This is an optimization exercise on Yosys and OpenROAD, whose aim is small area and a short achievable clock period, not a production implementation.
At most, simulation tests tie the RTL to the original design; equivalence was not proved.
Function not checked in run 1: the RTL went through the layout flow alone.
Power figures rest on the tool's default switching activity, not on a simulated workload.

==> flow/design.v, too long to show whole: its modules and the start of the top module <==
// module csr_regfile: 139 lines
// module dma_perf_monitor: 36 lines
// module cpl_tracker: 1016 lines
// module bmd_ep_mem: 92 lines
module bmd_ep_mem
(
   input  wire              clk,
   input  wire              rst_i,
   input  wire [6:0]        a_i,
   input  wire              wr_en_i,
   input  wire [31:0]       wr_d_i,
   output logic [31:0]      rd_d_o,
   output logic             init_rst_o,
   output logic [80:0]      mwr_desc_o,
   output logic [80:0]      mrd_desc_o,
   output logic [31:0]      mwr_data_o,
   output logic             mwr_zerolen_en_o,
   output logic [3:0]       trn_wait_count_o,
   output logic [31:0]      cpld_data_o,
   output logic             rd_metering_o,
   output logic [7:0]       mwr_wrr_cnt_o,
   output logic [7:0]       mrd_wrr_cnt_o,
   output logic             mrd_done_o,
   input  wire              mwr_done_i,
   input  wire [81:0]       cpl_status_i,
   input  wire [8:0]        link_cfg_i,
   input  wire              tags_all_back_i
);
  // ...
==> flow/flow/run.sh <==
#!/bin/bash
# Standard layout, with the smallest plain buffer on every port instead of the
# default delay buffer (the resizer still upsizes any that timing needs), and a
# clock tree of smaller buffers without dummy balancing loads.
set -uo pipefail
export BUFFER_PORTS_ARGS="-buffer_cell sky130_fd_sc_hd__buf_1"
export CTS_ARGS="-sink_clustering_enable -repair_clock_nets -dont_use_dummy_load -buf_list {sky130_fd_sc_hd__clkbuf_4 sky130_fd_sc_hd__clkbuf_8}"
bash standard.sh > standard.log 2>&1
==> flow/standard.sh <==
#!/bin/bash
# synth_recipe.tcl (not shown) runs the flow's synth.tcl, then flattens the netlist and writes it again
# the make line also repeats each setting of config.mk as NAME=value (left out here)
make -C /OpenROAD-flow-scripts/flow DESIGN_CONFIG=/design/flow/config.mk WORK_HOME=/design/flow/orfs CLKGATE_MAP_FILE= SYNTH_SCRIPT=/design/flow/synth_recipe.tcl "${@:-finish}"
==> flow/config.mk <==
export PLATFORM = sky130hd
export DESIGN_NAME = bmd_ep_mem
export DESIGN_NICKNAME = bmd_ep_mem
export VERILOG_FILES = /design/flow/design.v
export SDC_FILE = /design/flow/constraint.sdc
export NUM_CORES = 4
export LEC_CHECK = 0
export CAP_MARGIN = 20
export CORE_MARGIN = 2
export CORE_UTILIZATION = 40
export SETUP_SLACK_MARGIN = 3.3
export SLEW_MARGIN = 20
==> flow/constraint.sdc <==
create_clock -name core_clock -period 5.8 [get_ports {clk}]
set_input_delay 1.1600 -clock core_clock [delete_from_list [all_inputs] [get_ports {clk}]]
set_output_delay 1.1600 -clock core_clock [all_outputs]
set_load 0.01 [all_outputs]
==> out/qor.txt, run 1 <==
CP Max Fanout = 10
wirelength, routed = 117000 um
ant diodes = 3
sw frac = 26.5%
GR Util met3 = 10.4%
Hold WS = 0.328 ns
total power = 6.27 mW
combinational power = 471 uW
clk cell area share = 3.87%
combinational share of power = 7.5%
crit path time final = 2.51 ns
most frequent cells in the layout = nand2_1 (568), dfxtp_1 (423), buf_1 (395), a21oi_1 (247), inv_1 (204)
Tapcell Cnt = 837
Async SR Flop Fraction = 0%
status = no timing/DRC/antenna violations
GRT Resource Usage Total = 35.4%
R2R depth = 7
max reg flops = 83
Seq/Total Area, Yosys = 37.3%
Core Box Area = 61800 sq um
setup_tns = 0 ns
Arrival @ worst endpoint = 3.03 ns
Area growth, synth to finish = 19.3%
post-CTS setup buffers = 93
Worst-Margin Slew = 1.25 ns
==> module dma_perf_monitor, before the edit <==
module dma_perf_monitor #(
   parameter int PERF_W = 32
) (
   input  wire         clk,
   input  wire         init_rst_i,
   input  wire         mwr_start_i,
   input  wire         mwr_done_i,
   input  wire         mrd_start_i,
   input  wire         mrd_done_i,
   input  wire         mwr_ld_i,
   input  wire         mrd_ld_i,
   input  wire [31:0]  ld_d_i,
   output logic [31:0] mwr_perf_o,
   output logic [31:0] mrd_perf_o
);
   logic [1:0]        start_v;
   logic [1:0]        done_v;
   logic [1:0]        ld_v;
   logic [PERF_W-1:0] cnt_q [2];
   assign start_v = {mrd_start_i, mwr_start_i};
   assign done_v  = {mrd_done_i, mwr_done_i};
   assign ld_v    = {mrd_ld_i, mwr_ld_i};
   always_ff @(posedge clk) begin
      for (int i = 0; i < 2; i++) begin
         if (init_rst_i) begin
            cnt_q[i] <= '0;
         end else if (ld_v[i]) begin
            cnt_q[i] <= ld_d_i[PERF_W-1:0];
         end else if (start_v[i] && !done_v[i]) begin
            cnt_q[i] <= cnt_q[i] + 1'b1;
         end
      end
   end
   assign mwr_perf_o = 32'(cnt_q[0]);
   assign mrd_perf_o = 32'(cnt_q[1]);
endmodule
==> run 2, diff against run 1 <==
==> flow/design.v (replaced) <==
`timescale 1ns/10ps
`default_nettype none
package bmd_pkg;
   localparam int CSR_ADDR_W = 7;
   localparam logic [7:0] FPGA_FAMILY    = 8'h15;
   localparam logic [3:0] INTERFACE_TYPE = 4'h2;
   localparam logic [7:0] VERSION_NUMBER = 8'h16;
   localparam logic [7:0] WRR_CNT_RESET = 8'h04;
   typedef enum logic [CSR_ADDR_W-1:0] {
      REG_CTRL         = 7'd0,
      REG_DMA_CS       = 7'd1,
      REG_MWR_ADDR     = 7'd2,
      REG_MWR_LEN      = 7'd3,
      REG_MWR_COUNT    = 7'd4,
      REG_MWR_DATA     = 7'd5,
      REG_CPL_DATA     = 7'd6,
      REG_MRD_ADDR     = 7'd7,
      REG_MRD_LEN      = 7'd8,
      REG_MRD_COUNT    = 7'd9,
      REG_MWR_PERF     = 7'd10,
      REG_MRD_PERF     = 7'd11,
      REG_CPL_STATUS   = 7'd12,
      REG_CPLD_FOUND   = 7'd13,
      REG_CPLD_SIZE    = 7'd14,
      REG_LINK_WIDTH   = 7'd15,
      REG_LINK_PAYLOAD = 7'd16,
      REG_ARB_CTRL     = 7'd17
   } csr_idx_e;
   typedef struct packed {
      logic [31:0] addr;
      logic [15:0] len;              
      logic [15:0] count;            
      logic [2:0]  tc;               
      logic        en_64b;
      logic        phant_func_dis1;
      logic [7:0]  up_addr;          
      logic        relaxed;
      logic        nosnoop;
      logic        int_dis;
      logic        start;
   } dma_desc_t;
   typedef struct packed {
      logic [7:0]  ur_found;
      logic [7:0]  ur_tag;
      logic [31:0] found;
      logic [31:0] data_size;
      logic        malformed;
      logic        data_err;
   } cpl_status_t;
   typedef struct packed {
      logic [3:0] lnk_width;
      logic [1:0] max_payload;
      logic [2:0] max_rd_req;
   } link_cfg_t;
endpackage
`default_nettype wire
`timescale 1ns/10ps
`default_nettype none
import bmd_pkg::*;
module csr_regfile
(
   input  wire              clk,
   input  wire              rst_i,
   input  bmd_pkg::csr_idx_e     a_i,
   input  wire              wr_en_i,
   input  wire [31:0]       wr_d_i,
   output logic [31:0]      rd_d_o,
   input  wire              mwr_done_i,
   input  wire              mrd_done_i,
   input  bmd_pkg::cpl_status_t     cpl_status_i,
   input  bmd_pkg::link_cfg_t     link_cfg_i,
   input  wire [31:0]       mwr_perf_i,
   input  wire [31:0]       mrd_perf_i,
   output logic             init_rst_o,
   output bmd_pkg::dma_desc_t mwr_desc_o,
   output bmd_pkg::dma_desc_t mrd_desc_o,
   output logic [31:0]      mwr_data_o,
   output logic             mwr_zerolen_en_o,
   output logic [3:0]       trn_wait_count_o,
   output logic [31:0]      cpld_data_o,
   output logic             rd_metering_o,
   output logic [7:0]       mwr_wrr_cnt_o,
   output logic [7:0]       mrd_wrr_cnt_o,
   output logic             mwr_perf_ld_o,
   output logic             mrd_perf_ld_o
);
   logic [31:0] rd_word;
   logic [17:0] we;
   logic [17:0] hold;
   logic [17:0] sel;
   bmd_csr_dec u_dec (
      .a_i     (a_i),
      .wr_en_i (wr_en_i),
      .rst_i   (rst_i),
      .sel_o   (sel),
      .we_o    (we),
      .hold_o  (hold)
   );
   logic start_we;
   logic start_hold;
   assign start_we   = we[REG_DMA_CS] && !init_rst_o;
   assign start_hold = hold[REG_DMA_CS] && !init_rst_o;
   always_ff @(posedge clk) begin
      init_rst_o <= (we[REG_CTRL] & wr_d_i[0]) | (hold[REG_CTRL] & init_rst_o) | rst_i;
      mwr_desc_o.start   <= (start_we & wr_d_i[0]) | (start_hold & mwr_desc_o.start);
      mwr_desc_o.relaxed <= (we[REG_DMA_CS] & wr_d_i[5]) | (hold[REG_DMA_CS] & mwr_desc_o.relaxed);
      mwr_desc_o.nosnoop <= (we[REG_DMA_CS] & wr_d_i[6]) | (hold[REG_DMA_CS] & mwr_desc_o.nosnoop);
      mwr_desc_o.int_dis <= (we[REG_DMA_CS] & wr_d_i[7]) | (hold[REG_DMA_CS] & mwr_desc_o.int_dis);
      mrd_desc_o.start   <= (start_we & wr_d_i[16]) | (start_hold & mrd_desc_o.start);
      mrd_desc_o.relaxed <= (we[REG_DMA_CS] & wr_d_i[21]) | (hold[REG_DMA_CS] & mrd_desc_o.relaxed);
      mrd_desc_o.nosnoop <= (we[REG_DMA_CS] & wr_d_i[22]) | (hold[REG_DMA_CS] & mrd_desc_o.nosnoop);
      mrd_desc_o.int_dis <= (we[REG_DMA_CS] & wr_d_i[23]) | (hold[REG_DMA_CS] & mrd_desc_o.int_dis);
      mwr_desc_o.addr <= ({32{we[REG_MWR_ADDR]}} & wr_d_i) | ({32{hold[REG_MWR_ADDR]}} & mwr_desc_o.addr);
      mwr_desc_o.len             <= ({16{we[REG_MWR_LEN]}} & wr_d_i[15:0]) | ({16{hold[REG_MWR_LEN]}} & mwr_desc_o.len);
      mwr_desc_o.tc              <= ({3{we[REG_MWR_LEN]}} & wr_d_i[18:16]) | ({3{hold[REG_MWR_LEN]}} & mwr_desc_o.tc);
      mwr_desc_o.en_64b          <= (we[REG_MWR_LEN] & wr_d_i[19]) | (hold[REG_MWR_LEN] & mwr_desc_o.en_64b);
      mwr_desc_o.phant_func_dis1 <= (we[REG_MWR_LEN] & wr_d_i[20]) | (hold[REG_MWR_LEN] & mwr_desc_o.phant_func_dis1);
      mwr_zerolen_en_o           <= (we[REG_MWR_LEN] & wr_d_i[21]) | (hold[REG_MWR_LEN] & mwr_zerolen_en_o);
      mwr_desc_o.up_addr         <= ({8{we[REG_MWR_LEN]}} & wr_d_i[31:24]) | ({8{hold[REG_MWR_LEN]}} & mwr_desc_o.up_addr);
      mwr_desc_o.count <= ({16{we[REG_MWR_COUNT]}} & wr_d_i[15:0]) | ({16{hold[REG_MWR_COUNT]}} & mwr_desc_o.count);
      trn_wait_count_o <= ({4{we[REG_MWR_COUNT]}} & wr_d_i[19:16]) | ({4{hold[REG_MWR_COUNT]}} & trn_wait_count_o);
      mwr_data_o  <= ({32{we[REG_MWR_DATA]}} & wr_d_i) | ({32{hold[REG_MWR_DATA]}} & mwr_data_o);
      cpld_data_o <= ({32{we[REG_CPL_DATA]}} & wr_d_i) | ({32{hold[REG_CPL_DATA]}} & cpld_data_o);
      mrd_desc_o.addr <= ({32{we[REG_MRD_ADDR]}} & wr_d_i) | ({32{hold[REG_MRD_ADDR]}} & mrd_desc_o.addr);
      mrd_desc_o.len             <= ({16{we[REG_MRD_LEN]}} & wr_d_i[15:0]) | ({16{hold[REG_MRD_LEN]}} & mrd_desc_o.len);
      mrd_desc_o.tc              <= ({3{we[REG_MRD_LEN]}} & wr_d_i[18:16]) | ({3{hold[REG_MRD_LEN]}} & mrd_desc_o.tc);
      mrd_desc_o.en_64b          <= (we[REG_MRD_LEN] & wr_d_i[19]) | (hold[REG_MRD_LEN] & mrd_desc_o.en_64b);
      mrd_desc_o.phant_func_dis1 <= (we[REG_MRD_LEN] & wr_d_i[20]) | (hold[REG_MRD_LEN] & mrd_desc_o.phant_func_dis1);
      mrd_desc_o.up_addr         <= ({8{we[REG_MRD_LEN]}} & wr_d_i[31:24]) | ({8{hold[REG_MRD_LEN]}} & mrd_desc_o.up_addr);
      mrd_desc_o.count <= ({16{we[REG_MRD_COUNT]}} & wr_d_i[15:0]) | ({16{hold[REG_MRD_COUNT]}} & mrd_desc_o.count);
      rd_metering_o <= (we[REG_ARB_CTRL] & wr_d_i[1]) | (hold[REG_ARB_CTRL] & rd_metering_o);
      mwr_wrr_cnt_o <= ({8{we[REG_ARB_CTRL]}} & wr_d_i[23:16]) | ({8{hold[REG_ARB_CTRL]}} & mwr_wrr_cnt_o)
                     | ({8{rst_i}} & WRR_CNT_RESET);
      mrd_wrr_cnt_o <= ({8{we[REG_ARB_CTRL]}} & wr_d_i[31:24]) | ({8{hold[REG_ARB_CTRL]}} & mrd_wrr_cnt_o)
                     | ({8{rst_i}} & WRR_CNT_RESET);
   end
   assign mwr_perf_ld_o = we[REG_MWR_PERF];
   assign mrd_perf_ld_o = we[REG_MRD_PERF];
   always_comb begin
      rd_word = ({32{sel[REG_CTRL]}} &
                 {FPGA_FAMILY, 4'b0, INTERFACE_TYPE, VERSION_NUMBER, 7'b0, init_rst_o})
              | ({32{sel[REG_DMA_CS]}} &
                 {cpl_status_i.data_err, 6'b0, mrd_done_i,
                  mrd_desc_o.int_dis, mrd_desc_o.nosnoop, mrd_desc_o.relaxed, 4'b0,
                  mrd_desc_o.start,
                  7'b0, mwr_done_i,
                  mwr_desc_o.int_dis, mwr_desc_o.nosnoop, mwr_desc_o.relaxed, 4'b0,
                  mwr_desc_o.start})
              | ({32{sel[REG_MWR_ADDR]}} & mwr_desc_o.addr)
              | ({32{sel[REG_MWR_LEN]}} &
                 {mwr_desc_o.up_addr, 2'b0, mwr_zerolen_en_o,
                  mwr_desc_o.phant_func_dis1, mwr_desc_o.en_64b, mwr_desc_o.tc,
                  mwr_desc_o.len})
              | ({32{sel[REG_MWR_COUNT]}} & {12'b0, trn_wait_count_o, mwr_desc_o.count})
              | ({32{sel[REG_MWR_DATA]}} & mwr_data_o)
              | ({32{sel[REG_CPL_DATA]}} & cpld_data_o)
              | ({32{sel[REG_MRD_ADDR]}} & mrd_desc_o.addr)
              | ({32{sel[REG_MRD_LEN]}} &
                 {mrd_desc_o.up_addr, 3'b0, mrd_desc_o.phant_func_dis1,
                  mrd_desc_o.en_64b, mrd_desc_o.tc, mrd_desc_o.len})
              | ({32{sel[REG_MRD_COUNT]}} & {16'b0, mrd_desc_o.count})
              | ({32{sel[REG_MWR_PERF]}} & mwr_perf_i)
              | ({32{sel[REG_MRD_PERF]}} & mrd_perf_i)
              | ({32{sel[REG_CPL_STATUS]}} &
                 {15'b0, cpl_status_i.malformed, cpl_status_i.ur_tag, cpl_status_i.ur_found})
              | ({32{sel[REG_CPLD_FOUND]}} & cpl_status_i.found)
              | ({32{sel[REG_CPLD_SIZE]}} & cpl_status_i.data_size)
              | ({32{sel[REG_LINK_WIDTH]}} & {26'b0, link_cfg_i.lnk_width, 2'b0})
              | ({32{sel[REG_LINK_PAYLOAD]}} &
                 {17'b0, link_cfg_i.max_rd_req, 5'b0, link_cfg_i.max_payload, 5'b0})
              | ({32{sel[REG_ARB_CTRL]}} &
                 {mrd_wrr_cnt_o, mwr_wrr_cnt_o, 14'b0, rd_metering_o, 1'b0});
   end
   always_ff @(posedge clk) begin
      rd_d_o <= rd_word;
   end
endmodule
`default_nettype wire
`default_nettype none
module bmd_csr_dec (
   input  wire [6:0]   a_i,
   input  wire         wr_en_i,
   input  wire         rst_i,
   output logic [17:0] sel_o,
   output logic [17:0] we_o,
   output logic [17:0] hold_o
);
   always_comb begin
      for (int k = 0; k < 18; k++) begin
         sel_o[k]  = (a_i == 7'(k));
         we_o[k]   = wr_en_i && sel_o[k] && !rst_i;
         hold_o[k] = !(wr_en_i && sel_o[k]) && !rst_i;
      end
   end
endmodule
`default_nettype wire
`timescale 1ns/10ps
`default_nettype none
module dma_perf_monitor #(
   parameter int PERF_W = 32
) (
   input  wire         clk,
   input  wire         init_rst_i,
   input  wire         mwr_start_i,
   input  wire         mwr_done_i,
   input  wire         mrd_start_i,
   input  wire         mrd_done_i,
   input  wire         mwr_ld_i,
   input  wire         mrd_ld_i,
   input  wire [31:0]  ld_d_i,
   output logic [31:0] mwr_perf_o,
   output logic [31:0] mrd_perf_o
);
   logic [1:0]        start_v;
   logic [1:0]        done_v;
   logic [1:0]        ld_v;
   logic [PERF_W-1:0] cnt_q [2];
   assign start_v = {mrd_start_i, mwr_start_i};
   assign done_v  = {mrd_done_i, mwr_done_i};
   assign ld_v    = {mrd_ld_i, mwr_ld_i};
   for (genvar ch = 0; ch < 2; ch++) begin : g_ch
      logic [PERF_W-1:0] q;
      logic [PERF_W/4-1:0] grp;       
      logic [PERF_W/4-1:0] below;     
      logic [PERF_W-1:0] t;
      logic              en;
      logic              ld;
      logic              keep;
      assign q = cnt_q[ch];
      assign en = start_v[ch] && !done_v[ch];
      assign ld = ld_v[ch] && !init_rst_i;
      assign keep = !ld_v[ch] && !init_rst_i;
      always_comb begin
         for (int g = 0; g < PERF_W/4; g++) begin
            grp[g] = &q[4*g +: 4];
         end
         below[0] = 1'b1;
         for (int g = 1; g < PERF_W/4; g++) begin
            below[g] = below[g-1] & grp[g-1];
         end
         for (int g = 0; g < PERF_W/4; g++) begin
            t[4*g]   = en & below[g];
            t[4*g+1] = en & below[g] & q[4*g];
            t[4*g+2] = en & below[g] & q[4*g] & q[4*g+1];
            t[4*g+3] = en & below[g] & q[4*g] & q[4*g+1] & q[4*g+2];
         end
      end
      logic [PERF_W-1:0] d;
      for (genvar i = 0; i < PERF_W; i++) begin : g_bit
         bmd_ao22 u_ao (.a(ld), .b(ld_d_i[i]), .c(keep), .d(q[i] ^ t[i]), .y(d[i]));
      end
      always_ff @(posedge clk) begin
         cnt_q[ch] <= d;
      end
   end
   assign mwr_perf_o = 32'(cnt_q[0]);
   assign mrd_perf_o = 32'(cnt_q[1]);
endmodule
`default_nettype wire
`default_nettype none
module bmd_ao22 (
   input  wire  a,
   input  wire  b,
   input  wire  c,
   input  wire  d,
   output logic y
);
   assign y = (a & b) | (c & d);
endmodule
`default_nettype wire
`timescale 1ns/10ps
`default_nettype none
import bmd_pkg::*;
module cpl_tracker
#(
   parameter int CPL_SIZE_W = 21
) (
   input  wire            clk,
   input  wire            init_rst_i,
   input  bmd_pkg::dma_desc_t     mrd_desc_i,
   input  wire [31:0]     cpld_data_size_i,
   input  wire            tags_all_back_i,
   output logic           mrd_done_o
);
   logic [15:0] pp [16];
   logic [20:0] nr;
   logic [82:0] st1_d, st1_q;
   logic [35:0] st2_d, st2_q;
   logic clr_q;
   logic match;
   logic done_q;
   logic s1;
   logic c2;
   logic s3;
   logic c4;
   logic s5;
   logic c6;
   logic s7;
   logic c8;
   logic s9;
   logic c10;
   logic s11;
   logic c12;
   logic s13;
   logic c14;
   logic s15;
   logic c16;
   logic s17;
   logic c18;
   logic s19;
   logic c20;
   logic s21;
   logic c22;
   logic s23;
   logic c24;
   logic s25;
   logic c26;
   logic s27;
   logic c28;
   logic s29;
   logic c30;
   logic s31;
   logic c32;
   logic s33;
   logic c34;
   logic s35;
   logic c36;
   logic s37;
   logic c38;
   logic s39;
   logic c40;
   logic s41;
   logic c42;
   logic s43;
   logic c44;
   logic s45;
   logic c46;
   logic s47;
   logic c48;
   logic s49;
   logic c50;
   logic s51;
   logic c52;
   logic s53;
   logic c54;
   logic s55;
   logic c56;
   logic s57;
   logic c58;
   logic s59;
   logic c60;
   logic s61;
   logic c62;
   logic s63;
   logic c64;
   logic s65;
   logic c66;
   logic s67;
   logic c68;
   logic s69;
   logic c70;
   logic s71;
   logic c72;
   logic s73;
   logic c74;
   logic s75;
   logic c76;
   logic s77;
   logic c78;
   logic s79;
   logic c80;
   logic s81;
   logic c82;
   logic s83;
   logic c84;
   logic s85;
   logic c86;
   logic s87;
   logic c88;
   logic s89;
   logic c90;
   logic s91;
   logic c92;
   logic s93;
   logic c94;
   logic s95;
   logic c96;
   logic s97;
   logic c98;
   logic s99;
   logic c100;
   logic s101;
   logic c102;
   logic s103;
   logic c104;
   logic s105;
   logic c106;
   logic s107;
   logic c108;
   logic s109;
   logic c110;
   logic s111;
   logic c112;
   logic s113;
   logic c114;
   logic s115;
   logic c116;
   logic s117;
   logic c118;
   logic s119;
   logic c120;
   logic s121;
   logic c122;
   logic s123;
   logic c124;
   logic s125;
   logic c126;
   logic s127;
   logic c128;
   logic s129;
   logic c130;
   logic s131;
   logic c132;
   logic s133;
   logic c134;
   logic s135;
   logic c136;
   logic s137;
   logic c138;
   logic s139;
   logic c140;
   logic s141;
   logic c142;
   logic s143;
   logic c144;
   logic s145;
   logic c146;
   logic s147;
   logic c148;
   logic s149;
   logic c150;
   logic s151;
   logic c152;
   logic s153;
   logic c154;
   logic s155;
   logic c156;
   logic s157;
   logic c158;
   logic s159;
   logic c160;
   logic s161;
   logic c162;
   logic s163;
   logic c164;
   logic s165;
   logic c166;
   logic s167;
   logic c168;
   logic s169;
   logic c170;
   logic s171;
   logic c172;
   logic s173;
   logic c174;
   logic s175;
   logic c176;
   logic s177;
   logic c178;
   logic s179;
   logic c180;
   logic s181;
   logic c182;
   logic s183;
   logic c184;
   logic s185;
   logic c186;
   logic s187;
   logic c188;
   logic s189;
   logic c190;
   logic s191;
   logic c192;
   logic s193;
   logic c194;
   logic s195;
   logic c196;
   logic s197;
   logic c198;
   logic s199;
   logic c200;
   logic s201;
   logic c202;
   logic s203;
   logic c204;
   logic s205;
   logic c206;
   logic s207;
   logic c208;
   logic s209;
   logic c210;
   logic s211;
   logic c212;
   logic s213;
   logic c214;
   logic s215;
   logic c216;
   logic s217;
   logic c218;
   logic s219;
   logic c220;
   logic s221;
   logic c222;
   logic s223;
   logic c224;
   logic s225;
   logic c226;
   logic s227;
   logic c228;
   logic s229;
   logic c230;
   logic s231;
   logic c232;
   logic s233;
   logic c234;
   logic s235;
   logic c236;
   logic s237;
   logic c238;
   logic s239;
   logic c240;
   logic s241;
   logic c242;
   logic s243;
   logic c244;
   logic s245;
   logic c246;
   logic s247;
   logic c248;
   logic s249;
   logic c250;
   logic s251;
   logic c252;
   logic s253;
   logic c254;
   logic s255;
   logic c256;
   logic s257;
   logic c258;
   logic s259;
   logic c260;
   logic s261;
   logic c262;
   logic k263;
   logic ok264;
   logic cy265;
   logic s266;
   logic c267;
   logic s268;
   logic c269;
   logic s270;
   logic c271;
   logic s272;
   logic c273;
   logic s274;
   logic c275;
   logic s276;
   logic c277;
   logic s278;
   logic c279;
   logic s280;
   logic c281;
   logic s282;
   logic c283;
   logic s284;
   logic c285;
   logic s286;
   logic c287;
   logic s288;
   logic c289;
   logic s290;
   logic c291;
   logic s292;
   logic c293;
   logic s294;
   logic c295;
   logic s296;
   logic c297;
   logic s298;
   logic c299;
   logic s300;
   logic c301;
   logic s302;
   logic c303;
   logic s304;
   logic c305;
   logic s306;
   logic c307;
   logic s308;
   logic c309;
   logic s310;
   logic c311;
   logic s312;
   logic c313;
   logic s314;
   logic c315;
   logic s316;
   logic c317;
   logic s318;
   logic c319;
   logic s320;
   logic c321;
   logic s322;
   logic c323;
   logic s324;
   logic c325;
   logic s326;
   logic c327;
   logic s328;
   logic c329;
   logic s330;
   logic c331;
   logic s332;
   logic c333;
   logic s334;
   logic c335;
   logic s336;
   logic c337;
   logic s338;
   logic c339;
   logic s340;
   logic c341;
   logic s342;
   logic c343;
   logic s344;
   logic c345;
   logic k346;
   logic ok347;
   logic k348;
   logic ok349;
   logic k350;
   logic ok351;
   logic s352;
   logic c353;
   logic s354;
   logic c355;
   logic s356;
   logic c357;
   logic s358;
   logic c359;
   logic s360;
   logic c361;
   logic s362;
   logic c363;
   logic s364;
   logic c365;
   logic s366;
   logic c367;
   logic s368;
   logic c369;
   logic s370;
   logic c371;
   logic s372;
   logic c373;
   logic s374;
   logic c375;
   logic s376;
   logic c377;
   logic s378;
   logic c379;
   logic s380;
   logic c381;
   logic k382;
   logic ok383;
   logic k384;
   logic ok385;
   logic k386;
   logic ok387;
   logic cy388;
   logic k389;
   logic ok390;
   logic cy391;
   logic k392;
   logic ok393;
   logic cy394;
   logic k395;
   logic ok396;
   logic cy397;
   logic k398;
   logic ok399;
   logic cy400;
   logic k401;
   logic ok402;
   logic cy403;
   logic k404;
   logic ok405;
   logic cy406;
   logic k407;
   logic ok408;
   logic cy409;
   logic k410;
   logic ok411;
   logic cy412;
   logic k413;
   logic ok414;
   logic cy415;
   logic k416;
   logic ok417;
   logic cy418;
   logic k419;
   logic ok420;
   logic cy421;
   logic k422;
   logic ok423;
   logic cy424;
   logic k425;
   logic ok426;
   logic cy427;
   logic k428;
   logic ok429;
   always_comb begin
      for (int i = 0; i < 16; i++)
         for (int j = 0; j < 16; j++)
            pp[i][j] = ~(mrd_desc_i.len[i] & mrd_desc_i.count[j]);
   end
   assign nr = cpld_data_size_i[20:0];
   bmd_fa u_fa2 (.a(pp[0][1]), .b(pp[1][0]), .c(nr[1]), .s(s1), .co(c2));
   bmd_fa u_fa4 (.a(pp[0][2]), .b(pp[1][1]), .c(pp[2][0]), .s(s3), .co(c4));
   bmd_fa u_fa6 (.a(pp[0][3]), .b(pp[1][2]), .c(pp[2][1]), .s(s5), .co(c6));
   bmd_fa u_fa8 (.a(pp[3][0]), .b(c4), .c(s5), .s(s7), .co(c8));
   bmd_fa u_fa10 (.a(pp[0][4]), .b(pp[1][3]), .c(pp[2][2]), .s(s9), .co(c10));
   bmd_fa u_fa12 (.a(pp[3][1]), .b(pp[4][0]), .c(c6), .s(s11), .co(c12));
   bmd_fa u_fa14 (.a(s9), .b(nr[4]), .c(c8), .s(s13), .co(c14));
   bmd_fa u_fa16 (.a(pp[0][5]), .b(pp[1][4]), .c(pp[2][3]), .s(s15), .co(c16));
   bmd_fa u_fa18 (.a(pp[3][2]), .b(pp[4][1]), .c(pp[5][0]), .s(s17), .co(c18));
   bmd_fa u_fa20 (.a(c10), .b(s15), .c(s17), .s(s19), .co(c20));
   bmd_fa u_fa22 (.a(nr[5]), .b(c12), .c(s19), .s(s21), .co(c22));
   bmd_fa u_fa24 (.a(pp[0][6]), .b(pp[1][5]), .c(pp[2][4]), .s(s23), .co(c24));
   bmd_fa u_fa26 (.a(pp[3][3]), .b(pp[4][2]), .c(pp[5][1]), .s(s25), .co(c26));
   bmd_fa u_fa28 (.a(pp[6][0]), .b(c16), .c(c18), .s(s27), .co(c28));
   bmd_fa u_fa30 (.a(s23), .b(s25), .c(nr[6]), .s(s29), .co(c30));
   bmd_fa u_fa32 (.a(pp[0][7]), .b(pp[1][6]), .c(pp[2][5]), .s(s31), .co(c32));
   bmd_fa u_fa34 (.a(pp[3][4]), .b(pp[4][3]), .c(pp[5][2]), .s(s33), .co(c34));
   bmd_fa u_fa36 (.a(pp[6][1]), .b(pp[7][0]), .c(c24), .s(s35), .co(c36));
   bmd_fa u_fa38 (.a(c26), .b(s31), .c(s33), .s(s37), .co(c38));
   bmd_fa u_fa40 (.a(nr[7]), .b(c28), .c(s35), .s(s39), .co(c40));
   bmd_fa u_fa42 (.a(pp[0][8]), .b(pp[1][7]), .c(pp[2][6]), .s(s41), .co(c42));
   bmd_fa u_fa44 (.a(pp[3][5]), .b(pp[4][4]), .c(pp[5][3]), .s(s43), .co(c44));
   bmd_fa u_fa46 (.a(pp[6][2]), .b(pp[7][1]), .c(pp[8][0]), .s(s45), .co(c46));
   bmd_fa u_fa48 (.a(c32), .b(c34), .c(s41), .s(s47), .co(c48));
   bmd_fa u_fa50 (.a(s43), .b(s45), .c(nr[8]), .s(s49), .co(c50));
   bmd_fa u_fa52 (.a(c36), .b(c38), .c(s47), .s(s51), .co(c52));
   bmd_fa u_fa54 (.a(pp[0][9]), .b(pp[1][8]), .c(pp[2][7]), .s(s53), .co(c54));
   bmd_fa u_fa56 (.a(pp[3][6]), .b(pp[4][5]), .c(pp[5][4]), .s(s55), .co(c56));
   bmd_fa u_fa58 (.a(pp[6][3]), .b(pp[7][2]), .c(pp[8][1]), .s(s57), .co(c58));
   bmd_fa u_fa60 (.a(pp[9][0]), .b(c42), .c(c44), .s(s59), .co(c60));
   bmd_fa u_fa62 (.a(c46), .b(s53), .c(s55), .s(s61), .co(c62));
   bmd_fa u_fa64 (.a(s57), .b(nr[9]), .c(c48), .s(s63), .co(c64));
   bmd_fa u_fa66 (.a(pp[0][10]), .b(pp[1][9]), .c(pp[2][8]), .s(s65), .co(c66));
   bmd_fa u_fa68 (.a(pp[3][7]), .b(pp[4][6]), .c(pp[5][5]), .s(s67), .co(c68));
   bmd_fa u_fa70 (.a(pp[6][4]), .b(pp[7][3]), .c(pp[8][2]), .s(s69), .co(c70));
   bmd_fa u_fa72 (.a(pp[9][1]), .b(pp[10][0]), .c(c54), .s(s71), .co(c72));
   bmd_fa u_fa74 (.a(c56), .b(c58), .c(s65), .s(s73), .co(c74));
   bmd_fa u_fa76 (.a(s67), .b(s69), .c(nr[10]), .s(s75), .co(c76));
   bmd_fa u_fa78 (.a(c60), .b(c62), .c(s71), .s(s77), .co(c78));
   bmd_fa u_fa80 (.a(pp[0][11]), .b(pp[1][10]), .c(pp[2][9]), .s(s79), .co(c80));
   bmd_fa u_fa82 (.a(pp[3][8]), .b(pp[4][7]), .c(pp[5][6]), .s(s81), .co(c82));
   bmd_fa u_fa84 (.a(pp[6][5]), .b(pp[7][4]), .c(pp[8][3]), .s(s83), .co(c84));
   bmd_fa u_fa86 (.a(pp[9][2]), .b(pp[10][1]), .c(pp[11][0]), .s(s85), .co(c86));
   bmd_fa u_fa88 (.a(c66), .b(c68), .c(c70), .s(s87), .co(c88));
   bmd_fa u_fa90 (.a(s79), .b(s81), .c(s83), .s(s89), .co(c90));
   bmd_fa u_fa92 (.a(s85), .b(nr[11]), .c(c72), .s(s91), .co(c92));
   bmd_fa u_fa94 (.a(c74), .b(s87), .c(s89), .s(s93), .co(c94));
   bmd_fa u_fa96 (.a(pp[0][12]), .b(pp[1][11]), .c(pp[2][10]), .s(s95), .co(c96));
   bmd_fa u_fa98 (.a(pp[3][9]), .b(pp[4][8]), .c(pp[5][7]), .s(s97), .co(c98));
   bmd_fa u_fa100 (.a(pp[6][6]), .b(pp[7][5]), .c(pp[8][4]), .s(s99), .co(c100));
   bmd_fa u_fa102 (.a(pp[9][3]), .b(pp[10][2]), .c(pp[11][1]), .s(s101), .co(c102));
   bmd_fa u_fa104 (.a(pp[12][0]), .b(c80), .c(c82), .s(s103), .co(c104));
   bmd_fa u_fa106 (.a(c84), .b(c86), .c(s95), .s(s105), .co(c106));
   bmd_fa u_fa108 (.a(s97), .b(s99), .c(s101), .s(s107), .co(c108));
   bmd_fa u_fa110 (.a(nr[12]), .b(c88), .c(c90), .s(s109), .co(c110));
   bmd_fa u_fa112 (.a(s103), .b(s105), .c(s107), .s(s111), .co(c112));
   bmd_fa u_fa114 (.a(pp[0][13]), .b(pp[1][12]), .c(pp[2][11]), .s(s113), .co(c114));
   bmd_fa u_fa116 (.a(pp[3][10]), .b(pp[4][9]), .c(pp[5][8]), .s(s115), .co(c116));
   bmd_fa u_fa118 (.a(pp[6][7]), .b(pp[7][6]), .c(pp[8][5]), .s(s117), .co(c118));
   bmd_fa u_fa120 (.a(pp[9][4]), .b(pp[10][3]), .c(pp[11][2]), .s(s119), .co(c120));
   bmd_fa u_fa122 (.a(pp[12][1]), .b(pp[13][0]), .c(c96), .s(s121), .co(c122));
   bmd_fa u_fa124 (.a(c98), .b(c100), .c(c102), .s(s123), .co(c124));
   bmd_fa u_fa126 (.a(s113), .b(s115), .c(s117), .s(s125), .co(c126));
   bmd_fa u_fa128 (.a(s119), .b(nr[13]), .c(c104), .s(s127), .co(c128));
   bmd_fa u_fa130 (.a(c106), .b(c108), .c(s121), .s(s129), .co(c130));
   bmd_fa u_fa132 (.a(pp[0][14]), .b(pp[1][13]), .c(pp[2][12]), .s(s131), .co(c132));
   bmd_fa u_fa134 (.a(pp[3][11]), .b(pp[4][10]), .c(pp[5][9]), .s(s133), .co(c134));
   bmd_fa u_fa136 (.a(pp[6][8]), .b(pp[7][7]), .c(pp[8][6]), .s(s135), .co(c136));
   bmd_fa u_fa138 (.a(pp[9][5]), .b(pp[10][4]), .c(pp[11][3]), .s(s137), .co(c138));
   bmd_fa u_fa140 (.a(pp[12][2]), .b(pp[13][1]), .c(pp[14][0]), .s(s139), .co(c140));
   bmd_fa u_fa142 (.a(c114), .b(c116), .c(c118), .s(s141), .co(c142));
   bmd_fa u_fa144 (.a(c120), .b(s131), .c(s133), .s(s143), .co(c144));
   bmd_fa u_fa146 (.a(s135), .b(s137), .c(s139), .s(s145), .co(c146));
   bmd_fa u_fa148 (.a(nr[14]), .b(c122), .c(c124), .s(s147), .co(c148));
   bmd_fa u_fa150 (.a(c126), .b(s141), .c(s143), .s(s149), .co(c150));
   bmd_fa u_fa152 (.a(pp[0][15]), .b(pp[1][14]), .c(pp[2][13]), .s(s151), .co(c152));
   bmd_fa u_fa154 (.a(pp[3][12]), .b(pp[4][11]), .c(pp[5][10]), .s(s153), .co(c154));
   bmd_fa u_fa156 (.a(pp[6][9]), .b(pp[7][8]), .c(pp[8][7]), .s(s155), .co(c156));
   bmd_fa u_fa158 (.a(pp[9][6]), .b(pp[10][5]), .c(pp[11][4]), .s(s157), .co(c158));
   bmd_fa u_fa160 (.a(pp[12][3]), .b(pp[13][2]), .c(pp[14][1]), .s(s159), .co(c160));
   bmd_fa u_fa162 (.a(pp[15][0]), .b(c132), .c(c134), .s(s161), .co(c162));
   bmd_fa u_fa164 (.a(c136), .b(c138), .c(c140), .s(s163), .co(c164));
   bmd_fa u_fa166 (.a(s151), .b(s153), .c(s155), .s(s165), .co(c166));
   bmd_fa u_fa168 (.a(s157), .b(s159), .c(nr[15]), .s(s167), .co(c168));
   bmd_fa u_fa170 (.a(c142), .b(c144), .c(c146), .s(s169), .co(c170));
   bmd_fa u_fa172 (.a(s161), .b(s163), .c(s165), .s(s171), .co(c172));
   bmd_fa u_fa174 (.a(pp[1][15]), .b(pp[2][14]), .c(pp[3][13]), .s(s173), .co(c174));
   bmd_fa u_fa176 (.a(pp[4][12]), .b(pp[5][11]), .c(pp[6][10]), .s(s175), .co(c176));
   bmd_fa u_fa178 (.a(pp[7][9]), .b(pp[8][8]), .c(pp[9][7]), .s(s177), .co(c178));
   bmd_fa u_fa180 (.a(pp[10][6]), .b(pp[11][5]), .c(pp[12][4]), .s(s179), .co(c180));
   bmd_fa u_fa182 (.a(pp[13][3]), .b(pp[14][2]), .c(pp[15][1]), .s(s181), .co(c182));
   bmd_fa u_fa184 (.a(c152), .b(c154), .c(c156), .s(s183), .co(c184));
   bmd_fa u_fa186 (.a(c158), .b(c160), .c(s173), .s(s185), .co(c186));
   bmd_fa u_fa188 (.a(s175), .b(s177), .c(s179), .s(s187), .co(c188));
   bmd_fa u_fa190 (.a(s181), .b(nr[16]), .c(c162), .s(s189), .co(c190));
   bmd_fa u_fa192 (.a(c164), .b(c166), .c(s183), .s(s191), .co(c192));
   bmd_fa u_fa194 (.a(pp[2][15]), .b(pp[3][14]), .c(pp[4][13]), .s(s193), .co(c194));
   bmd_fa u_fa196 (.a(pp[5][12]), .b(pp[6][11]), .c(pp[7][10]), .s(s195), .co(c196));
   bmd_fa u_fa198 (.a(pp[8][9]), .b(pp[9][8]), .c(pp[10][7]), .s(s197), .co(c198));
   bmd_fa u_fa200 (.a(pp[11][6]), .b(pp[12][5]), .c(pp[13][4]), .s(s199), .co(c200));
   bmd_fa u_fa202 (.a(pp[14][3]), .b(pp[15][2]), .c(c174), .s(s201), .co(c202));
   bmd_fa u_fa204 (.a(c176), .b(c178), .c(c180), .s(s203), .co(c204));
   bmd_fa u_fa206 (.a(c182), .b(s193), .c(s195), .s(s205), .co(c206));
   bmd_fa u_fa208 (.a(s197), .b(s199), .c(nr[17]), .s(s207), .co(c208));
   bmd_fa u_fa210 (.a(c184), .b(c186), .c(c188), .s(s209), .co(c210));
   bmd_fa u_fa212 (.a(s201), .b(s203), .c(s205), .s(s211), .co(c212));
   bmd_fa u_fa214 (.a(pp[3][15]), .b(pp[4][14]), .c(pp[5][13]), .s(s213), .co(c214));
   bmd_fa u_fa216 (.a(pp[6][12]), .b(pp[7][11]), .c(pp[8][10]), .s(s215), .co(c216));
   bmd_fa u_fa218 (.a(pp[9][9]), .b(pp[10][8]), .c(pp[11][7]), .s(s217), .co(c218));
   bmd_fa u_fa220 (.a(pp[12][6]), .b(pp[13][5]), .c(pp[14][4]), .s(s219), .co(c220));
   bmd_fa u_fa222 (.a(pp[15][3]), .b(c194), .c(c196), .s(s221), .co(c222));
   bmd_fa u_fa224 (.a(c198), .b(c200), .c(s213), .s(s223), .co(c224));
   bmd_fa u_fa226 (.a(s215), .b(s217), .c(s219), .s(s225), .co(c226));
   bmd_fa u_fa228 (.a(nr[18]), .b(c202), .c(c204), .s(s227), .co(c228));
   bmd_fa u_fa230 (.a(c206), .b(s221), .c(s223), .s(s229), .co(c230));
   bmd_fa u_fa232 (.a(pp[4][15]), .b(pp[5][14]), .c(pp[6][13]), .s(s231), .co(c232));
   bmd_fa u_fa234 (.a(pp[7][12]), .b(pp[8][11]), .c(pp[9][10]), .s(s233), .co(c234));
   bmd_fa u_fa236 (.a(pp[10][9]), .b(pp[11][8]), .c(pp[12][7]), .s(s235), .co(c236));
   bmd_fa u_fa238 (.a(pp[13][6]), .b(pp[14][5]), .c(pp[15][4]), .s(s237), .co(c238));
   bmd_fa u_fa240 (.a(c214), .b(c216), .c(c218), .s(s239), .co(c240));
   bmd_fa u_fa242 (.a(c220), .b(s231), .c(s233), .s(s241), .co(c242));
   bmd_fa u_fa244 (.a(s235), .b(s237), .c(nr[19]), .s(s243), .co(c244));
   bmd_fa u_fa246 (.a(c222), .b(c224), .c(c226), .s(s245), .co(c246));
   bmd_fa u_fa248 (.a(pp[5][15]), .b(pp[6][14]), .c(pp[7][13]), .s(s247), .co(c248));
   bmd_fa u_fa250 (.a(pp[8][12]), .b(pp[9][11]), .c(pp[10][10]), .s(s249), .co(c250));
   bmd_fa u_fa252 (.a(pp[11][9]), .b(pp[12][8]), .c(pp[13][7]), .s(s251), .co(c252));
   bmd_fa u_fa254 (.a(pp[14][6]), .b(pp[15][5]), .c(c232), .s(s253), .co(c254));
   bmd_fa u_fa256 (.a(c234), .b(c236), .c(c238), .s(s255), .co(c256));
   bmd_fa u_fa258 (.a(s247), .b(s249), .c(s251), .s(s257), .co(c258));
   bmd_fa u_fa260 (.a(nr[20]), .b(c240), .c(c242), .s(s259), .co(c260));
   bmd_fa u_fa262 (.a(s253), .b(s255), .c(s257), .s(s261), .co(c262));
   assign k263 = ~(~pp[0][0] ^ ~nr[0]);
   assign ok264 = ~k263;
   assign cy265 = ~pp[0][0] & ~nr[0];
   bmd_fa u_fa267 (.a(st1_q[1]), .b(st1_q[2]), .c(st1_q[3]), .s(s266), .co(c267));
   bmd_fa u_fa269 (.a(st1_q[4]), .b(st1_q[5]), .c(c267), .s(s268), .co(c269));
   bmd_fa u_fa271 (.a(st1_q[6]), .b(st1_q[7]), .c(c269), .s(s270), .co(c271));
   bmd_fa u_fa273 (.a(st1_q[10]), .b(st1_q[11]), .c(st1_q[12]), .s(s272), .co(c273));
   bmd_fa u_fa275 (.a(st1_q[14]), .b(st1_q[15]), .c(st1_q[16]), .s(s274), .co(c275));
   bmd_fa u_fa277 (.a(st1_q[17]), .b(st1_q[18]), .c(st1_q[19]), .s(s276), .co(c277));
   bmd_fa u_fa279 (.a(st1_q[20]), .b(st1_q[21]), .c(st1_q[22]), .s(s278), .co(c279));
   bmd_fa u_fa281 (.a(st1_q[23]), .b(st1_q[24]), .c(c277), .s(s280), .co(c281));
   bmd_fa u_fa283 (.a(st1_q[25]), .b(st1_q[26]), .c(st1_q[27]), .s(s282), .co(c283));
   bmd_fa u_fa285 (.a(st1_q[28]), .b(c279), .c(s282), .s(s284), .co(c285));
   bmd_fa u_fa287 (.a(st1_q[29]), .b(st1_q[30]), .c(st1_q[31]), .s(s286), .co(c287));
   bmd_fa u_fa289 (.a(st1_q[32]), .b(c283), .c(s286), .s(s288), .co(c289));
   bmd_fa u_fa291 (.a(st1_q[33]), .b(st1_q[34]), .c(st1_q[35]), .s(s290), .co(c291));
   bmd_fa u_fa293 (.a(st1_q[36]), .b(c287), .c(s290), .s(s292), .co(c293));
   bmd_fa u_fa295 (.a(st1_q[37]), .b(st1_q[38]), .c(st1_q[39]), .s(s294), .co(c295));
   bmd_fa u_fa297 (.a(st1_q[40]), .b(st1_q[41]), .c(st1_q[42]), .s(s296), .co(c297));
   bmd_fa u_fa299 (.a(c291), .b(s294), .c(s296), .s(s298), .co(c299));
   bmd_fa u_fa301 (.a(st1_q[43]), .b(st1_q[44]), .c(st1_q[45]), .s(s300), .co(c301));
   bmd_fa u_fa303 (.a(st1_q[46]), .b(st1_q[47]), .c(c295), .s(s302), .co(c303));
   bmd_fa u_fa305 (.a(c297), .b(s300), .c(c299), .s(s304), .co(c305));
   bmd_fa u_fa307 (.a(st1_q[48]), .b(st1_q[49]), .c(st1_q[50]), .s(s306), .co(c307));
   bmd_fa u_fa309 (.a(st1_q[51]), .b(st1_q[52]), .c(c301), .s(s308), .co(c309));
   bmd_fa u_fa311 (.a(s306), .b(c303), .c(s308), .s(s310), .co(c311));
   bmd_fa u_fa313 (.a(st1_q[53]), .b(st1_q[54]), .c(st1_q[55]), .s(s312), .co(c313));
   bmd_fa u_fa315 (.a(st1_q[56]), .b(st1_q[57]), .c(st1_q[58]), .s(s314), .co(c315));
   bmd_fa u_fa317 (.a(st1_q[59]), .b(c307), .c(s312), .s(s316), .co(c317));
   bmd_fa u_fa319 (.a(s314), .b(c309), .c(s316), .s(s318), .co(c319));
   bmd_fa u_fa321 (.a(st1_q[60]), .b(st1_q[61]), .c(st1_q[62]), .s(s320), .co(c321));
   bmd_fa u_fa323 (.a(st1_q[63]), .b(st1_q[64]), .c(c313), .s(s322), .co(c323));
   bmd_fa u_fa325 (.a(c315), .b(s320), .c(c317), .s(s324), .co(c325));
   bmd_fa u_fa327 (.a(st1_q[65]), .b(st1_q[66]), .c(st1_q[67]), .s(s326), .co(c327));
   bmd_fa u_fa329 (.a(st1_q[68]), .b(st1_q[69]), .c(st1_q[70]), .s(s328), .co(c329));
   bmd_fa u_fa331 (.a(c321), .b(s326), .c(s328), .s(s330), .co(c331));
   bmd_fa u_fa333 (.a(st1_q[71]), .b(st1_q[72]), .c(st1_q[73]), .s(s332), .co(c333));
   bmd_fa u_fa335 (.a(st1_q[74]), .b(st1_q[75]), .c(st1_q[76]), .s(s334), .co(c335));
   bmd_fa u_fa337 (.a(c327), .b(c329), .c(s332), .s(s336), .co(c337));
   bmd_fa u_fa339 (.a(s334), .b(c331), .c(s336), .s(s338), .co(c339));
   bmd_fa u_fa341 (.a(st1_q[77]), .b(st1_q[78]), .c(st1_q[79]), .s(s340), .co(c341));
   bmd_fa u_fa343 (.a(st1_q[80]), .b(c333), .c(c335), .s(s342), .co(c343));
   bmd_fa u_fa345 (.a(s340), .b(c337), .c(s342), .s(s344), .co(c345));
   assign k346 = ~(~st1_q[0] ^ st1_q[82]);
   assign ok347 = st1_q[81] & ~k346;
   assign k348 = ~(~s266);
   assign ok349 = ok347 & ~k348;
   assign k350 = ~(~s268);
   assign ok351 = ok349 & ~k350;
   bmd_fa u_fa353 (.a(st2_q[1]), .b(st2_q[2]), .c(st2_q[3]), .s(s352), .co(c353));
   assign s354 = ~(st2_q[4] ^ st2_q[5]);
   assign c355 = st2_q[4] | st2_q[5];
   assign s356 = ~(st2_q[6] ^ st2_q[7]);
   assign c357 = st2_q[6] | st2_q[7];
   assign s358 = ~(st2_q[8] ^ st2_q[9]);
   assign c359 = st2_q[8] | st2_q[9];
   assign s360 = ~(st2_q[10] ^ st2_q[11]);
   assign c361 = st2_q[10] | st2_q[11];
   assign s362 = ~(st2_q[12] ^ st2_q[13]);
   assign c363 = st2_q[12] | st2_q[13];
   assign s364 = ~(st2_q[14] ^ st2_q[15]);
   assign c365 = st2_q[14] | st2_q[15];
   assign s366 = ~(st2_q[16] ^ st2_q[17]);
   assign c367 = st2_q[16] | st2_q[17];
   assign s368 = ~(st2_q[18] ^ st2_q[19]);
   assign c369 = st2_q[18] | st2_q[19];
   assign s370 = ~(st2_q[20] ^ st2_q[21]);
   assign c371 = st2_q[20] | st2_q[21];
   assign s372 = ~(st2_q[22] ^ st2_q[23]);
   assign c373 = st2_q[22] | st2_q[23];
   assign s374 = ~(st2_q[24] ^ st2_q[25]);
   assign c375 = st2_q[24] | st2_q[25];
   bmd_fa u_fa377 (.a(st2_q[26]), .b(st2_q[27]), .c(st2_q[28]), .s(s376), .co(c377));
   bmd_fa u_fa379 (.a(st2_q[29]), .b(st2_q[30]), .c(st2_q[31]), .s(s378), .co(c379));
   assign s380 = ~(st2_q[33] ^ st2_q[34]);
   assign c381 = st2_q[33] | st2_q[34];
   assign k382 = ~(~st2_q[0]);
   assign ok383 = st2_q[35] & ~k382;
   assign k384 = ~(~s352);
   assign ok385 = ok383 & ~k384;
   assign k386 = ~(~c353 ^ ~s354);
   assign ok387 = ok385 & ~k386;
   assign cy388 = ~c353 & ~s354;
   assign k389 = ~(~c355 ^ ~s356 ^ cy388);
   assign ok390 = ok387 & ~k389;
   assign cy391 = ~c355 & ~s356;
   assign k392 = ~(~c357 ^ ~s358 ^ cy391);
   assign ok393 = ok390 & ~k392;
   assign cy394 = ~c357 & ~s358;
   assign k395 = ~(~c359 ^ ~s360 ^ cy394);
   assign ok396 = ok393 & ~k395;
   assign cy397 = ~c359 & ~s360;
   assign k398 = ~(~c361 ^ ~s362 ^ cy397);
   assign ok399 = ok396 & ~k398;
   assign cy400 = ~c361 & ~s362;
   assign k401 = ~(~c363 ^ ~s364 ^ cy400);
   assign ok402 = ok399 & ~k401;
   assign cy403 = ~c363 & ~s364;
   assign k404 = ~(~c365 ^ ~s366 ^ cy403);
   assign ok405 = ok402 & ~k404;
   assign cy406 = ~c365 & ~s366;
   assign k407 = ~(~c367 ^ ~s368 ^ cy406);
   assign ok408 = ok405 & ~k407;
   assign cy409 = ~c367 & ~s368;
   assign k410 = ~(~c369 ^ ~s370 ^ cy409);
   assign ok411 = ok408 & ~k410;
   assign cy412 = ~c369 & ~s370;
   assign k413 = ~(~c371 ^ ~s372 ^ cy412);
   assign ok414 = ok411 & ~k413;
   assign cy415 = ~c371 & ~s372;
   assign k416 = ~(~c373 ^ ~s374 ^ cy415);
   assign ok417 = ok414 & ~k416;
   assign cy418 = ~c373 & ~s374;
   assign k419 = ~(~c375 ^ ~s376 ^ cy418);
   assign ok420 = ok417 & ~k419;
   assign cy421 = ~c375 & ~s376;
   assign k422 = ~(~c377 ^ ~s378 ^ cy421);
   assign ok423 = ok420 & ~k422;
   assign cy424 = ~c377 & ~s378;
   assign k425 = ~(~c379 ^ ~st2_q[32] ^ cy424);
   assign ok426 = ok423 & ~k425;
   assign cy427 = ~c379 & ~st2_q[32];
   assign k428 = ~(~s380 ^ cy427);
   assign ok429 = ok426 & ~k428;
   assign st1_d[0] = s1;
   assign st1_d[1] = s3;
   assign st1_d[2] = nr[2];
   assign st1_d[3] = c2;
   assign st1_d[4] = nr[3];
   assign st1_d[5] = s7;
   assign st1_d[6] = s11;
   assign st1_d[7] = s13;
   assign st1_d[8] = c14;
   assign st1_d[9] = s21;
   assign st1_d[10] = c20;
   assign st1_d[11] = s27;
   assign st1_d[12] = s29;
   assign st1_d[13] = c22;
   assign st1_d[14] = s37;
   assign st1_d[15] = c30;
   assign st1_d[16] = s39;
   assign st1_d[17] = s49;
   assign st1_d[18] = c40;
   assign st1_d[19] = s51;
   assign st1_d[20] = s59;
   assign st1_d[21] = s61;
   assign st1_d[22] = c50;
   assign st1_d[23] = c52;
   assign st1_d[24] = s63;
   assign st1_d[25] = s73;
   assign st1_d[26] = s75;
   assign st1_d[27] = c64;
   assign st1_d[28] = s77;
   assign st1_d[29] = c76;
   assign st1_d[30] = c78;
   assign st1_d[31] = s91;
   assign st1_d[32] = s93;
   assign st1_d[33] = c92;
   assign st1_d[34] = c94;
   assign st1_d[35] = s109;
   assign st1_d[36] = s111;
   assign st1_d[37] = s123;
   assign st1_d[38] = s125;
   assign st1_d[39] = c110;
   assign st1_d[40] = c112;
   assign st1_d[41] = s127;
   assign st1_d[42] = s129;
   assign st1_d[43] = s145;
   assign st1_d[44] = c128;
   assign st1_d[45] = c130;
   assign st1_d[46] = s147;
   assign st1_d[47] = s149;
   assign st1_d[48] = s167;
   assign st1_d[49] = c148;
   assign st1_d[50] = c150;
   assign st1_d[51] = s169;
   assign st1_d[52] = s171;
   assign st1_d[53] = s185;
   assign st1_d[54] = s187;
   assign st1_d[55] = c168;
   assign st1_d[56] = c170;
   assign st1_d[57] = c172;
   assign st1_d[58] = s189;
   assign st1_d[59] = s191;
   assign st1_d[60] = s207;
   assign st1_d[61] = c190;
   assign st1_d[62] = c192;
   assign st1_d[63] = s209;
   assign st1_d[64] = s211;
   assign st1_d[65] = s225;
   assign st1_d[66] = c208;
   assign st1_d[67] = c210;
   assign st1_d[68] = c212;
   assign st1_d[69] = s227;
   assign st1_d[70] = s229;
   assign st1_d[71] = s239;
   assign st1_d[72] = s241;
   assign st1_d[73] = s243;
   assign st1_d[74] = c228;
   assign st1_d[75] = c230;
   assign st1_d[76] = s245;
   assign st1_d[77] = c244;
   assign st1_d[78] = c246;
   assign st1_d[79] = s259;
   assign st1_d[80] = s261;
   assign st1_d[81] = ok264;
   assign st1_d[82] = cy265;
   assign st2_d[0] = s270;
   assign st2_d[1] = st1_q[8];
   assign st2_d[2] = st1_q[9];
   assign st2_d[3] = c271;
   assign st2_d[4] = st1_q[13];
   assign st2_d[5] = s272;
   assign st2_d[6] = c273;
   assign st2_d[7] = s274;
   assign st2_d[8] = c275;
   assign st2_d[9] = s276;
   assign st2_d[10] = s278;
   assign st2_d[11] = s280;
   assign st2_d[12] = c281;
   assign st2_d[13] = s284;
   assign st2_d[14] = c285;
   assign st2_d[15] = s288;
   assign st2_d[16] = c289;
   assign st2_d[17] = s292;
   assign st2_d[18] = c293;
   assign st2_d[19] = s298;
   assign st2_d[20] = s302;
   assign st2_d[21] = s304;
   assign st2_d[22] = c305;
   assign st2_d[23] = s310;
   assign st2_d[24] = c311;
   assign st2_d[25] = s318;
   assign st2_d[26] = s322;
   assign st2_d[27] = c319;
   assign st2_d[28] = s324;
   assign st2_d[29] = c323;
   assign st2_d[30] = s330;
   assign st2_d[31] = c325;
   assign st2_d[32] = s338;
   assign st2_d[33] = c339;
   assign st2_d[34] = s344;
   assign st2_d[35] = ok351;
   assign match = ok429;
   always_ff @(posedge clk) begin
      st1_q <= st1_d;
      st2_q <= st2_d;
      clr_q <= init_rst_i;
   end
   always_ff @(posedge clk) begin
      if (init_rst_i) begin
         done_q <= 1'b0;
      end else if (mrd_desc_i.start && !clr_q && match && tags_all_back_i) begin
         done_q <= 1'b1;
      end
   end
   assign mrd_done_o = done_q;
endmodule
`default_nettype wire
`default_nettype none
module bmd_fa (
   input  wire  a,
   input  wire  b,
   input  wire  c,
   output logic s,
   output logic co
);
   assign s  = a ^ b ^ c;
   assign co = (a & b) | (c & (a ^ b));
endmodule
`default_nettype wire
`timescale 1ns/10ps
`default_nettype none
import bmd_pkg::*;
module bmd_ep_mem
(
   input  wire              clk,
   input  wire              rst_i,
   input  wire [6:0]        a_i,
   input  wire              wr_en_i,
   input  wire [31:0]       wr_d_i,
   output logic [31:0]      rd_d_o,
   output logic             init_rst_o,
   output logic [80:0]      mwr_desc_o,
   output logic [80:0]      mrd_desc_o,
   output logic [31:0]      mwr_data_o,
   output logic             mwr_zerolen_en_o,
   output logic [3:0]       trn_wait_count_o,
   output logic [31:0]      cpld_data_o,
   output logic             rd_metering_o,
   output logic [7:0]       mwr_wrr_cnt_o,
   output logic [7:0]       mrd_wrr_cnt_o,
   output logic             mrd_done_o,
   input  wire              mwr_done_i,
   input  wire [81:0]       cpl_status_i,
   input  wire [8:0]        link_cfg_i,
   input  wire              tags_all_back_i
);
   localparam int CPL_SIZE_W = 21;
   localparam int PERF_W     = 32;
   bmd_pkg::csr_idx_e    a_idx;
   bmd_pkg::dma_desc_t   mwr_desc;
   bmd_pkg::dma_desc_t   mrd_desc;
   bmd_pkg::cpl_status_t cpl_status;
   bmd_pkg::link_cfg_t   link_cfg;
   assign a_idx      = bmd_pkg::csr_idx_e'(a_i);
   assign cpl_status = cpl_status_i;
   assign link_cfg   = link_cfg_i;
   assign mwr_desc_o = mwr_desc;
   assign mrd_desc_o = mrd_desc;
   logic [31:0] mwr_perf;
   logic [31:0] mrd_perf;
   logic        mwr_perf_ld;
   logic        mrd_perf_ld;
   csr_regfile u_csr_regfile (
      .clk              (clk),
      .rst_i            (rst_i),
      .a_i              (a_idx),
      .wr_en_i          (wr_en_i),
      .wr_d_i           (wr_d_i),
      .rd_d_o           (rd_d_o),
      .mwr_done_i       (mwr_done_i),
      .mrd_done_i       (mrd_done_o),
      .cpl_status_i     (cpl_status),
      .link_cfg_i       (link_cfg),
      .mwr_perf_i       (mwr_perf),
      .mrd_perf_i       (mrd_perf),
      .init_rst_o       (init_rst_o),
      .mwr_desc_o       (mwr_desc),
      .mrd_desc_o       (mrd_desc),
      .mwr_data_o       (mwr_data_o),
      .mwr_zerolen_en_o (mwr_zerolen_en_o),
      .trn_wait_count_o (trn_wait_count_o),
      .cpld_data_o      (cpld_data_o),
      .rd_metering_o    (rd_metering_o),
      .mwr_wrr_cnt_o    (mwr_wrr_cnt_o),
      .mrd_wrr_cnt_o    (mrd_wrr_cnt_o),
      .mwr_perf_ld_o    (mwr_perf_ld),
      .mrd_perf_ld_o    (mrd_perf_ld)
   );
   cpl_tracker #(
      .CPL_SIZE_W (CPL_SIZE_W)
   ) u_cpl_tracker (
      .clk              (clk),
      .init_rst_i       (init_rst_o),
      .mrd_desc_i       (mrd_desc),
      .cpld_data_size_i (cpl_status.data_size),
      .tags_all_back_i  (tags_all_back_i),
      .mrd_done_o       (mrd_done_o)
   );
   dma_perf_monitor #(
      .PERF_W (PERF_W)
   ) u_dma_perf_monitor (
      .clk         (clk),
      .init_rst_i  (init_rst_o),
      .mwr_start_i (mwr_desc.start),
      .mwr_done_i  (mwr_done_i),
      .mrd_start_i (mrd_desc.start),
      .mrd_done_i  (mrd_done_o),
      .mwr_ld_i    (mwr_perf_ld),
      .mrd_ld_i    (mrd_perf_ld),
      .ld_d_i      (wr_d_i),
      .mwr_perf_o  (mwr_perf),
      .mrd_perf_o  (mrd_perf)
   );
endmodule
`default_nettype wire
==> flow/flow/run.sh (replaced) <==
#!/bin/bash
# Standard layout, with the smallest plain buffer on every port instead of the
# default delay buffer (the resizer still upsizes any that timing needs), and a
# clock tree of smaller buffers without dummy balancing loads.
set -uo pipefail
export BUFFER_PORTS_ARGS="-buffer_cell sky130_fd_sc_hd__buf_1"
export CTS_ARGS="-sink_clustering_enable -repair_clock_nets -dont_use_dummy_load -sink_clustering_size 16 -sink_clustering_max_diameter 50 -buf_list {sky130_fd_sc_hd__clkbuf_4 sky130_fd_sc_hd__clkbuf_8}"
bash standard.sh > standard.log 2>&1
--- a/flow/config.mk
+++ b/flow/config.mk
@@ -5,8 +5,9 @@
 export SDC_FILE = /design/flow/constraint.sdc
 export NUM_CORES = 4
 export LEC_CHECK = 0
 export CAP_MARGIN = 20
 export CORE_MARGIN = 2
 export CORE_UTILIZATION = 40
 export SETUP_SLACK_MARGIN = 3.3
 export SLEW_MARGIN = 20
+export SYNTH_HIERARCHICAL = 1
==> run 2 against run 1 <==
Cell count decreased by 28%. Clock power decreased by about 30%. Critical path depth is the same. First-iteration DRC count fell by 34%. Via count down 24%. Register-to-register slack about the same. Largest cell class unchanged. Largest power group unchanged. Highest routed layer unchanged.
==> out/qor.txt, run 2 <==
via count = 18571
Initial Util = 40.6%
Antenna Violating Nets Remaining = 0
critical path, cell by cell = buf_1 -> or4b_2 -> nor3_4 -> buf_8 -> a222oi_1 -> and3_1 -> nand4_1
fmax = 394 MHz
Mapped Area = 21400 sq um
max reg flops = 83 (unchanged)
Max stage delay on crit path = 0.84 ns
Core Box Area = 52700 sq um (-15%)
initial antenna violation count = 10
Final #Nets = 2658
die footprint = 55300 sq um
RSZ-0062 raised after global routing = yes
num ports = 417
Arrival @ worst endpoint = 3.14 ns (+0.11 ns)
largest registers = u_cpl_tracker.st1_q x83, u_csr_regfile.mrd_desc_o x81, u_csr_regfile.mwr_desc_o x81
Clock Pin Slew Worst Setup and Hold Paths = 0.08 ns
Worst-Margin Slew = 1.04 ns (-0.210 ns)
skew final = 0.132 ns
Pins Over Slew Limit = 0
pre-CTS setup slack = 1.57 ns
power per cell area = 207 nW/um^2
Num CTS Buffers = 47
share of cells above drive strength 1 = 16.9%
buffers added on ports = 416
# rows = 84
Core Util, Final = 49.0%
Min-Delay Path Class = reg -> reg
setup_tns = 0 ns (unchanged)
crit path time final = 2.54 ns (+0.0337 ns)
total clock sinks = 466
Routed WL per cell = 30.8 um
syn_nets = 2202
# fillers = 4827
CP Max Fanout = 16 (+6)
startpoint types = input pin
first-pass GRT wire length = 130000 um
Final Hold Viols = 0
gate count after technology mapping = 1819
Avg Cell Area, Syn = 11.7 sq um
chip width = 235 um
CTS H-Tree Depth = 2
slowest stage cell, crit path = or4b_2
commonest non-fill, non-tap cell in the layout = dfxtp_1
CP Data Required Time = 6.40 ns
dpl hpwl = 62900 um
max cap viols = 0
status = no timing/DRC/antenna violations
gp weighted congestion = 0.921
Area growth, synth to finish = 20.8%
Rel. slew slack = 30.7%
most frequent cells in the layout = dfxtp_1 (422), buf_1 (373), a22o_1 (350), nand2_1 (202), fa_1 (174)
PnR worst setup slack = 3.26 ns
final setup fails = 0
CP Capture Type = register
GRT Resource Usage Total = 31.9% (-3.6 points)
leakage power = 9.24 nW
wirelength, routed = 91400 um (-22%)
Max VDD drop = 0.157 mV
DR iter-0 viols = 1968
largest net degree at the start of global routing = 33
total power = 5.33 mW (-15%)
grt ovf = 0
drt pass-1 iters = 8
Die Y-Extent = 235 um
Vias/cell = 6.27
Tcrit/Tclk final = 43.8%
CTS tree = built
Post-route DRC = 0
Yosys warning total = 13
worst-skew pair later-pin latency = 0.68 ns
design area = 25800 sq um
Crit Path Class = in -> reg
vias in the first global route = 18724
largest register by flop count = u_cpl_tracker.st1_q
Area after DPL = 23700 sq um
clk buf depth = 3
clk root buf = clkbuf_8
==> run 2: metrics by stage <==
step | hold WS (ns) | std cells
after floorplan | 0.310 | 1819
after global placement | 0.315 | 2805
after detailed placement | 0.315 | 2807
after CTS | 0.299 | 2948
after global routing | 0.309 | 2961
final | 0.299 | 2964
==> run 2: routing by layer <==
metal,GRT usage [%],share of wire (%)
met4,13.5,4.6
met2,52.5,47
met5,0,0.10
met1,38.2,37
met3,10.4,12
==> run 2: what timing repair did <==
| action | CTS | global route |
|---|---|---|
| hold buffers | 0 | 0 |
| setup buffers | 92 | 12 |
| pin swaps | 17 | 10 |
| gates resized for setup | 131 | 55 |
| setup endpoints to repair | 401 | 131 |
| gates cloned | 2 | 1 |
==> run 2: critical path: cells and delay by family <==
family | cells | cell delay (ns)
AOI/OAI and AO/OA | 1 | 0.19
buffers and inverters | 2 | 0.40
and+or+nand+nor | 4 | 1.38
==> run 2: path summary, 6_finish.rpt <==
path	startpoint	endpoint	slack (ns)	cells past startpoint
worst min-delay path	u_cpl_tracker.st1_q[8]$_DFF_P_	u_cpl_tracker.st2_q[1]$_DFF_P_	0.30	0
worst min register to register	u_cpl_tracker.st1_q[8]$_DFF_P_	u_cpl_tracker.st2_q[1]$_DFF_P_	0.30	0
worst max register to register	u_csr_regfile.mrd_desc_o[38]$_DFF_P_	u_cpl_tracker.st1_q[80]$_DFF_P_	3.34	5
worst max-delay path	a_i[5]	u_csr_regfile.rd_d_o[24]$_DFF_P_	3.26	7
==> run 2: area by class of cell <==
| cell class | count | area, sq um | share of cell area [%] |
|---|---|---|---|
| Clock buffer | 47 | 647 | 2.51 |
| Antenna cell | 3 | 7.51 | 0.0291 |
| Sequential cell | 466 | 9460 | 36.7 |
| Timing Repair Buffer | 565 | 3090 | 12.0 |
| Inverter | 35 | 135 | 0.524 |
| Multi-Input combinational cell | 1160 | 11600 | 45.0 |
| Tap cell | 688 | 861 | 3.34 |
==> run 2: power by group <==
group	switching [mW]	internal (mW)
clock network	1.09	0.718
logic	0.228	0.0775
registers	0.0146	3.21

[separate check: timing with driven ports]
How much do the figures lean on ideal ports? The routed layouts below were timed once more, with nothing changed but the port constraints. Step 1 sets driving cells, clkbuf_16 on the clock port and buf_2 on the other inputs (assumed; they add their load-dependent delay and slew). Step 2 moves the port delays by t, midway between the first and last clock arrival at a register: inputs arrive t later, outputs are due t later. That takes back most of the time a late clock gives input paths. Slacks: ideal / step 1 / step 2; pairs: ideal / step 1.
run | t, ns | setup WS [ns] | clock arrival spread, ns | worst data-port slew with drivers (ns)
run 1 | 0.705 | 3.293 / 3.226 / 2.521 | 0.088 / 0.088 | 0.16
run 2 | 0.672 | 3.259 / 3.266 / 2.607 | 0.132 / 0.132 | 0.10
After both steps setup and hold are still met in every run listed. For run 1, which loses most, drivers alone change the setup slack by -0.067 ns; drivers and shift together by -0.772 ns.
